This design comes from an exercise in tuning for small area on the open sky130 flow, not from production work.
Function was checked by simulation only, so behaviour that the tests miss may differ from the original.

## north
==> module vga_controller, before the edit <==
module vga_controller
(
   input  wire        clk_36MHz,
   input  wire        arst_n,
   input  wire [2:0]  tile_colour,    
   input  wire [2:0]  bg_colour,
   output logic [3:0] rd_row,
   output logic [4:0] cur_col,    
   output logic [4:0] nxt_col,    
   output logic       advance,    
   output logic [24:0] vga
);
   localparam int HT = video_timing_pkg::H_TOTAL;
   localparam int VT = video_timing_pkg::V_TOTAL;
   localparam int AH = video_timing_pkg::ACTIVE_H;
   localparam int AV = video_timing_pkg::ACTIVE_V;
   localparam int HS = AH + video_timing_pkg::H_FP;      
   localparam int HE = HS + video_timing_pkg::H_PULSE;   
   localparam int VS = AV + video_timing_pkg::V_FP;
   localparam int VE = VS + video_timing_pkg::V_PULSE;
   logic [9:0] h, h_n;
   logic [8:0] v, v_n;
   logic [1:0] run;       
   logic [2:0] colour;
   logic       act, act_n;
   always_comb
   begin
      h_n = h;
      v_n = v;
      if (run[1])
      begin
         h_n = (h == 10'(HT - 1)) ? '0 : h + 1'b1;
         if (h == 10'(AH - 1))
            v_n = (v == 9'(VT - 1)) ? '0 : v + 1'b1;
      end
   end
   assign act    = (h < 10'(AH)) && (v < 9'(AV));
   assign act_n  = (h_n < 10'(AH)) && (v_n < 9'(AV));
   logic [9:0] s;
   assign s       = (h >= 10'(HT - 2)) ? h - 10'(HT - 2) : h + 10'd2;
   assign cur_col = s[9:5];
   assign nxt_col = (s[9:5] >= 5'(tile_cmd_pkg::GRID_COLS - 1)) ? 5'd0 : s[9:5] + 5'd1;
   assign advance = (s[4:0] == 5'd0);
   assign rd_row  = v[8:5];
   always_ff @(posedge clk_36MHz or negedge arst_n)
   begin
      if (!arst_n)
      begin
         h      <= 10'(AH);
         v      <= 9'(AV);
         run    <= '0;
         colour <= '0;
      end
      else
      begin
         h      <= h_n;
         v      <= v_n;
         run    <= {run[0], 1'b1};
         colour <= !act_n ? 3'd0 : (tile_colour != 3'd0) ? tile_colour : bg_colour;
      end
   end
   assign vga[24]    = !((h >= 10'(HS)) && (h < 10'(HE)));
   assign vga[23]    = !((v >= 9'(VS)) && (v < 9'(VE)));
   assign vga[22:20] = colour;
   assign vga[19:10] = act ? h : '0;
   assign vga[9:0]   = act ? {1'b0, v} : '0;
endmodule
==> flow/config.mk <==
export PLATFORM = sky130hd
export DESIGN_NAME = tile_display_top
export DESIGN_NICKNAME = tile_display_top
export VERILOG_FILES = /design/flow/design.v
export SDC_FILE = /design/flow/constraint.sdc
export NUM_CORES = 4
export LEC_CHECK = 0
export ABC_AREA = 1
export CAP_MARGIN = 20
export CORE_MARGIN = 2
export CORE_UTILIZATION = 55
export CTS_BUF_LIST = sky130_fd_sc_hd__clkbuf_16
export CTS_CLUSTER_DIAMETER = 80
export CTS_CLUSTER_SIZE = 32
export PLACE_DENSITY = 0.7
export SLEW_MARGIN = 20
==> flow/constraint.sdc <==
create_clock -name core_clock -period 27.7 [get_ports {clk_36MHz}]
set_input_delay 5.5400 -clock core_clock [delete_from_list [all_inputs] [get_ports {clk_36MHz}]]
set_output_delay 5.5400 -clock core_clock [all_outputs]
set_load 0.01 [all_outputs]
run.sh (not shown) runs the stock make flow with config.mk's settings and CLKGATE_MAP_FILE= SYNTH_SCRIPT=/design/flow/synth_recipe.tcl, a recipe that flattens the netlist after the stock synthesis.
The following lists how south was set up differently from north:
-- flow/design.v --
<<< north, line 215
   logic [8:0] v, v_n;
   logic [1:0] run;       
   logic [2:0] colour;
   logic       act, act_n;
   always_comb
   begin
      h_n = h;
      v_n = v;
      if (run[1])
      begin
         h_n = (h == 10'(HT - 1)) ? '0 : h + 1'b1;
         if (h == 10'(AH - 1))
            v_n = (v == 9'(VT - 1)) ? '0 : v + 1'b1;
      end
   end
   assign act    = (h < 10'(AH)) && (v < 9'(AV));
   assign act_n  = (h_n < 10'(AH)) && (v_n < 9'(AV));
   logic [9:0] s;
   assign s       = (h >= 10'(HT - 2)) ? h - 10'(HT - 2) : h + 10'd2;
   assign cur_col = s[9:5];
   assign nxt_col = (s[9:5] >= 5'(tile_cmd_pkg::GRID_COLS - 1)) ? 5'd0 : s[9:5] + 5'd1;
   assign advance = (s[4:0] == 5'd0);
   assign rd_row  = v[8:5];
   always_ff @(posedge clk_36MHz or negedge arst_n)
>>> south, line 215
   logic [8:0] v, v_n;
   logic [1:0] run;       
   logic [2:0] colour;    
   logic       act;
   always_comb
   begin
      h_n = (h == 10'(HT - 1)) ? '0 : h + 10'(run[1]);
      v_n = v;
      if (h == 10'(AH - 1))
         v_n = (v == 9'(VT - 1)) ? '0 : v + 1'b1;
   end
   logic [9:0] s;
   assign s       = (h >= 10'(HT - 2)) ? h - 10'(HT - 2) : h + 10'd2;
   assign cur_col = s[9:5];
   assign nxt_col = (s[9:5] >= 5'(tile_cmd_pkg::GRID_COLS - 1)) ? 5'd0 : s[9:5] + 5'd1;
   assign advance = (h[4:0] == 5'd30);
   assign rd_row  = v[8:5];
   always_ff @(posedge clk_36MHz or negedge arst_n)
<<< north, line 250
         v      <= v_n;
         run    <= {run[0], 1'b1};
         colour <= !act_n ? 3'd0 : (tile_colour != 3'd0) ? tile_colour : bg_colour;
      end
   end
   assign vga[24]    = !((h >= 10'(HS)) && (h < 10'(HE)));
   assign vga[23]    = !((v >= 9'(VS)) && (v < 9'(VE)));
   assign vga[22:20] = colour;
   assign vga[19:10] = act ? h : '0;
   assign vga[9:0]   = act ? {1'b0, v} : '0;
>>> south, line 244
         v      <= v_n;
         run    <= {run[0], 1'b1};
         colour <= (tile_colour != 3'd0) ? tile_colour : bg_colour;
      end
   end
   assign act        = (h < 10'(AH)) && (v < 9'(AV));
   assign vga[24]    = !((h >= 10'(HS)) && (h < 10'(HE)));
   assign vga[23]    = !((v >= 9'(VS)) && (v < 9'(VE)));
   assign vga[22:20] = act ? colour : '0;
   assign vga[19:10] = act ? h : '0;
   assign vga[9:0]   = act ? {1'b0, v} : '0;
### Flow results
The met1 track demand over resource was comparable across south and north. Setup WNS north -> south: better. No stage failed in south, and the final checks on the layout all came back clean. south ended up with u_vga.h[7]$_DFF_PN1_ as its timing startpoint of the critical path; north ended up with u_vga.h[8]$_DFF_PN0_. The design area reported for south is smaller than that of north by 290 um^2. Synthesized cell count: south < north. NOTE count of clock buffers in the final design north->south increased by a few percent.

static timing again, ports no longer ideal:
The flow's constraints put no driver on any port. The routed layouts listed below were extracted and timed again, unchanged, in two steps.
Step 1: set_driving_cell puts a clkbuf_16 on clk_36MHz and a buf_2 on each other input, an assumption about the parent block.
Step 2 also shifts input and output timing later by t, the mid clock arrival at the registers, as if the neighbouring blocks saw the same clock.
Slacks: ideal ports / drivers / drivers and shift; pairs: ideal ports / drivers.
run	shift t [ns]	slack for setup (ns)	hold WS [ns]	slew at the worst register clock pin (ns)
north	0.637	19.264 / 19.208 / 19.845	0.318 / 0.318 / 0.318	0.11 / 0.11
south	0.617	19.384 / 19.328 / 19.946	0.327 / 0.327 / 0.327	0.11 / 0.11
After both steps setup and hold are still met in every run listed.
